This design comes from an exercise in tuning for small area, a short achievable clock period and few clock cycles per item on the open sky130 flow, not from production work.
In this exercise RTL edits were held to simulation tests only and were not proved equivalent to the original.
Power figures rest on the tool's default switching activity, not on a simulated workload.

the baseline:
## int8_vector_l2_norm
module int8_vector_l2_norm
(
  input  logic        clk_i,
  input  logic        rst_ni,
  input  logic        in_valid,
  output logic        in_ready,
  input  logic [7:0]  in_sample_0,
  input  logic [7:0]  in_sample_1,
  input  logic [7:0]  in_sample_2,
  input  logic [7:0]  in_sample_3,
  input  logic [7:0]  in_sample_4,
  input  logic [7:0]  in_sample_5,
  input  logic [7:0]  in_sample_6,
  input  logic [7:0]  in_sample_7,
  input  logic [3:0]  in_lane_count,
  input  logic        in_last,
  output logic        out_valid,
  input  logic        out_ready,
  output logic [38:0] out_sum_of_squares,
  output logic [27:0] out_norm_fixed,
  output logic        out_overflow
);
Size in the first run: about 440 flip-flops, roughly 0.026 mm2 of cells after synthesis.
clock: 6.5 ns
lec_check: 0
cap_margin: 20
core_margin: 2
core_utilization: 60
cts_buf_list: sky130_fd_sc_hd__clkbuf_8
setup_slack_margin: 3.5
slew_margin: 20
synth_hierarchical: 1
synth_minimum_keep_size: 0
standard.sh (not shown) runs the stock make flow with config.mk's settings and CLKGATE_MAP_FILE= SYNTH_SCRIPT=/design/flow/synth_recipe.tcl, a recipe that flattens the netlist after the stock synthesis.
==> flow/flow/run.sh <==
#!/bin/bash
# The standard layout (the standard.sh, unchanged synthesis and steps), with the port
# buffers that global placement inserts made from the plain buffer family (sky130_fd_sc_hd__buf_1,
# which repair may upsize) instead of the tool's default pick, a delay buffer.
set -euo pipefail
export BUFFER_PORTS_ARGS="-buffer_cell sky130_fd_sc_hd__buf_1"
bash standard.sh > standard.log 2>&1
The baseline completed end to end with timing, DRC and antenna clean.
Testbench counts of the baseline, summed over its fixed seeds: cycles 29,676, vectors 1,600.
Input-level comparison between the candidate and the baseline:
diff --git a/flow/design.v b/flow/design.v
--- a/flow/design.v
+++ b/flow/design.v
@@ -1149,20 +1149,21 @@
   assign hi_inc   = acc_q[38:18] + 21'd1;
   assign sum_d    = clr_q ? SUM_W'(ssq_i)
                   : {lo_sum[18] ? hi_inc : acc_q[38:18], lo_sum[17:0]};
   assign cnt_sum  = cnt_q + CNT_W'(lanes_i);
   assign cnt_d    = clr_q ? CNT_W'(lanes_i) : cnt_sum;
   assign ovf_d    = !clr_q && (ovf_q || (cnt_sum[CNT_W-1] && cnt_sum[CNT_W-2:0] != '0));
   assign fin_sum  = ovf_q ? SUM_BOUND : acc_q;
-  assign fin_ext = {1'b0, fin_sum};
+  assign fin_ext = {1'b0, acc_q};
   always_comb begin
     for (int j = 0; j < 20; j++) nz[j] = fin_ext[2*j+1 -: 2] != 2'b00;
     for (int j = 0; j < 20; j++) begin
       top[j] = nz[j];
       for (int i = j + 1; i < 20; i++) top[j] = top[j] && !nz[i];
+      if (ovf_q) top[j] = (j == 19);
     end
   end
   assign pad = {1'b0, hold_sum_q, {(2*WIN){1'b0}}};
   always_comb begin
     step_init = (hold_top_q == '0) ? STEP_W'(8 - WIN) : '0;
     win       = '0;
     pair_init = '0;
Notes after the runs:
Status: average footprint of a synthesized cell parity (the baseline, the candidate). Summary of the comparison: transition time at the pin with the least slew margin is lower in the candidate, relative to the baseline. In the candidate relative to the baseline, net count reported at finish had gone down slightly. Compare the baseline and the candidate | sequential portion of the cell area lower: the baseline. Relative to the baseline, register-to-register setup slack increased by 60 ps in the candidate. The first-iteration DRC count reported for the candidate is smaller than that of the baseline by 497. As far as total power is concerned, the candidate and the baseline perform about the same. Having completed the whole flow, the candidate delivered a layout that passed the timing, DRC and antenna checks. The candidate against the baseline; static leakage power is down slightly. [compare] base=the baseline new=the candidate: finished layout cell area fell about 0.8%; initial standard-cell utilization of the core fell 0.23 points.
Testbench counts of the candidate, summed over its fixed seeds: cycles 29,676, vectors 1,600.

* * *

int8_vector_l2_norm, a different RTL version from the one above (not shown whole).
Size: ~2,400 cells after synthesis, about 450 flip-flops, roughly 140 I/O pins, ~0.025 mm^2 of cells after synthesis.
clock: 6.5 ns
lec_check: 0
cap_margin: 20
core_margin: 2
core_utilization: 60
cts_buf_list: sky130_fd_sc_hd__clkbuf_8
setup_slack_margin: 3.8
slew_margin: 20
synth_hierarchical: 1
synth_minimum_keep_size: 0
Scripts as last shown in full above: flow/flow/run.sh
Testbench counts at the start, summed over its fixed seeds: cycles 29,715, vectors 1,600.
Then changed:
--- a/flow/design.v
+++ b/flow/design.v
@@ -1119,62 +1119,54 @@
   output logic [SUM_W-1:0]      sum_o,
   output logic                  ovf_o,
   output logic [WIN-1:0]        root_o,      
   output logic [WIN:0]          rem_o,       
   output logic [STEP_W-1:0]     step_o,      
   output logic [1:0]            pair_o,
   output logic                  fin_d_o,     
   output logic                  hold_d_o
 );
   localparam int PADW = 40 + 2 * WIN;
-  logic [17:0]       acc_lo_q;       
-  logic [20:0]       acc_hi_q, hi_d;
-  logic              cy_q;
-  logic [SUM_W-1:0]  acc_sum, fin_sum;
+  logic [SUM_W-1:0]  acc_q, sum_d, fin_sum;
   logic [CNT_W-1:0]  cnt_q, cnt_sum, cnt_d;
   logic              ovf_q, ovf_d;
   logic              first_q, first_d, clr_q, clr_d, fin_q, fin_d;
   logic [18:0]       lo_sum;
   logic [20:0]       hi_inc;
-  logic [19:0]       top_acc;
   logic              hold_q, hold_d, load, hold_load;
   logic [SUM_W-1:0]  hold_sum_q;
   logic              hold_ovf_q;
   logic [WIN-1:0]    win_root;
   logic [WIN:0]      win_rem;
   logic [STEP_W-1:0] step_init;
   logic [1:0]        pair_init;
   logic [PADW-1:0]   pad;
   logic [39:0]       fin_ext;
   logic [19:0]       nz, top, hold_top_q;
   logic [2*WIN-1:0]  win;
   assign first_d  = valid_i ? last_i : first_q;
   assign clr_d    = valid_nx_i && first_d;
-  assign lo_sum   = {1'b0, clr_q ? 18'd0 : acc_lo_q} + {1'b0, ssq_i};
-  assign hi_inc   = acc_hi_q + 21'(cy_q);
-  assign hi_d     = clr_q ? 21'd0 : hi_inc;
-  assign acc_sum  = {hi_inc, acc_lo_q};
+  assign lo_sum   = {1'b0, acc_q[17:0]} + {1'b0, ssq_i};
+  assign hi_inc   = acc_q[38:18] + 21'd1;
+  assign sum_d    = clr_q ? SUM_W'(ssq_i)
+                  : {lo_sum[18] ? hi_inc : acc_q[38:18], lo_sum[17:0]};
   assign cnt_sum  = cnt_q + CNT_W'(lanes_i);
   assign cnt_d    = clr_q ? CNT_W'(lanes_i) : cnt_sum;
   assign ovf_d    = !clr_q && (ovf_q || (cnt_sum[CNT_W-1] && cnt_sum[CNT_W-2:0] != '0));
-  assign fin_sum  = ovf_q ? SUM_BOUND : acc_sum;
-  assign fin_ext = {1'b0, acc_hi_q, acc_lo_q};
+  assign fin_sum  = ovf_q ? SUM_BOUND : acc_q;
+  assign fin_ext = {1'b0, fin_sum};
   always_comb begin
     for (int j = 0; j < 20; j++) nz[j] = fin_ext[2*j+1 -: 2] != 2'b00;
     for (int j = 0; j < 20; j++) begin
-      top_acc[j] = nz[j];
-      for (int i = j + 1; i < 20; i++) top_acc[j] = top_acc[j] && !nz[i];
+      top[j] = nz[j];
+      for (int i = j + 1; i < 20; i++) top[j] = top[j] && !nz[i];
     end
-    if (ovf_q) top = 20'd1 << 19;
-    else if (!cy_q) top = top_acc;
-    else if (top_acc[19:9] == '0) top = 20'd1 << 9;
-    else top = {top_acc[18:9], 9'd0, 1'b0} | {top_acc[19], 19'd0};
   end
   assign pad = {1'b0, hold_sum_q, {(2*WIN){1'b0}}};
   always_comb begin
     step_init = (hold_top_q == '0) ? STEP_W'(8 - WIN) : '0;
     win       = '0;
     pair_init = '0;
     for (int j = 0; j < 20; j++) begin
       if (hold_top_q[j]) step_init = step_init | STEP_W'(j + 8 - WIN);
       win       = win | (hold_top_q[j] ? pad[2*j+1+2*WIN -: 2*WIN] : '0);
       pair_init = pair_init | (hold_top_q[j] ? pad[2*j+1 -: 2] : 2'b00);
@@ -1269,23 +1261,21 @@
       fin_q   <= 1'b0;
       hold_q  <= 1'b0;
     end else begin
       first_q <= first_d;
       clr_q   <= clr_d;
       fin_q   <= fin_d;
       hold_q  <= hold_d;
     end
   end
   always_ff @(posedge clk_i) begin
-    acc_lo_q <= lo_sum[17:0];
-    cy_q     <= lo_sum[18];
-    acc_hi_q <= hi_d;
+    acc_q <= sum_d;
     cnt_q <= cnt_d;
     ovf_q <= ovf_d;
     if (hold_load) begin
       hold_sum_q  <= fin_sum;
       hold_ovf_q  <= ovf_q;
       hold_top_q  <= top;
     end
   end
 endmodule
 import ivl2n_pkg::*;
The changed run finished with timing, DRC and antenna clean. Non-clock buffer count grows by 41. Worst setup slack gets worse by 36 ps. Sequential power shrinks by about 3%. Total power grows by 0.62%. First-iteration DRC count grows by 11%. Sequential share of layout area shrinks by 1.1 points. Hold slack gets worse by 9.0 ps. Wire length shrinks by 0.72%. Area after synthesis grows by 0.81%.
Testbench counts after the change, summed over its fixed seeds: cycles 29,676, vectors 1,600.

afterwards: timing with drivers on the ports:
In the flow no input, the clock included, has a driving cell. The finished layouts below were timed again as built, in two steps. Step 1: set_driving_cell puts a clkbuf_16 on clk_i and a buf_2 on each other input, an assumption about the parent block. Step 2 adds t to the input delays and takes it off the output delays; t is the mean of the earliest and latest rising clock arrival at the registers after step 1. Input paths then give back, and output paths get back, about the clock's delay inside the block. Three values: ideal ports, drivers, drivers and shift; two values: the first two.
| run | t (ns) | slack for setup (ns) | worst data-port slew with drivers (ns) |
|---|---|---|---|
| the baseline | 0.693 | 3.547 / 3.547 / 3.202 | 0.04 |
| the candidate | 0.689 | 3.605 / 3.605 / 3.121 | 0.05 |
| the first run of note 2 | 0.695 | 3.813 / 3.813 / 3.277 | 0.07 |
| the second run of note 2 | 0.695 | 3.777 / 3.776 / 3.327 | 0.06 |
After both steps setup and hold are still met in every run listed. For the first run of note 2, which loses most, drivers alone change the setup slack by 0.000 ns; drivers and shift together by -0.536 ns.
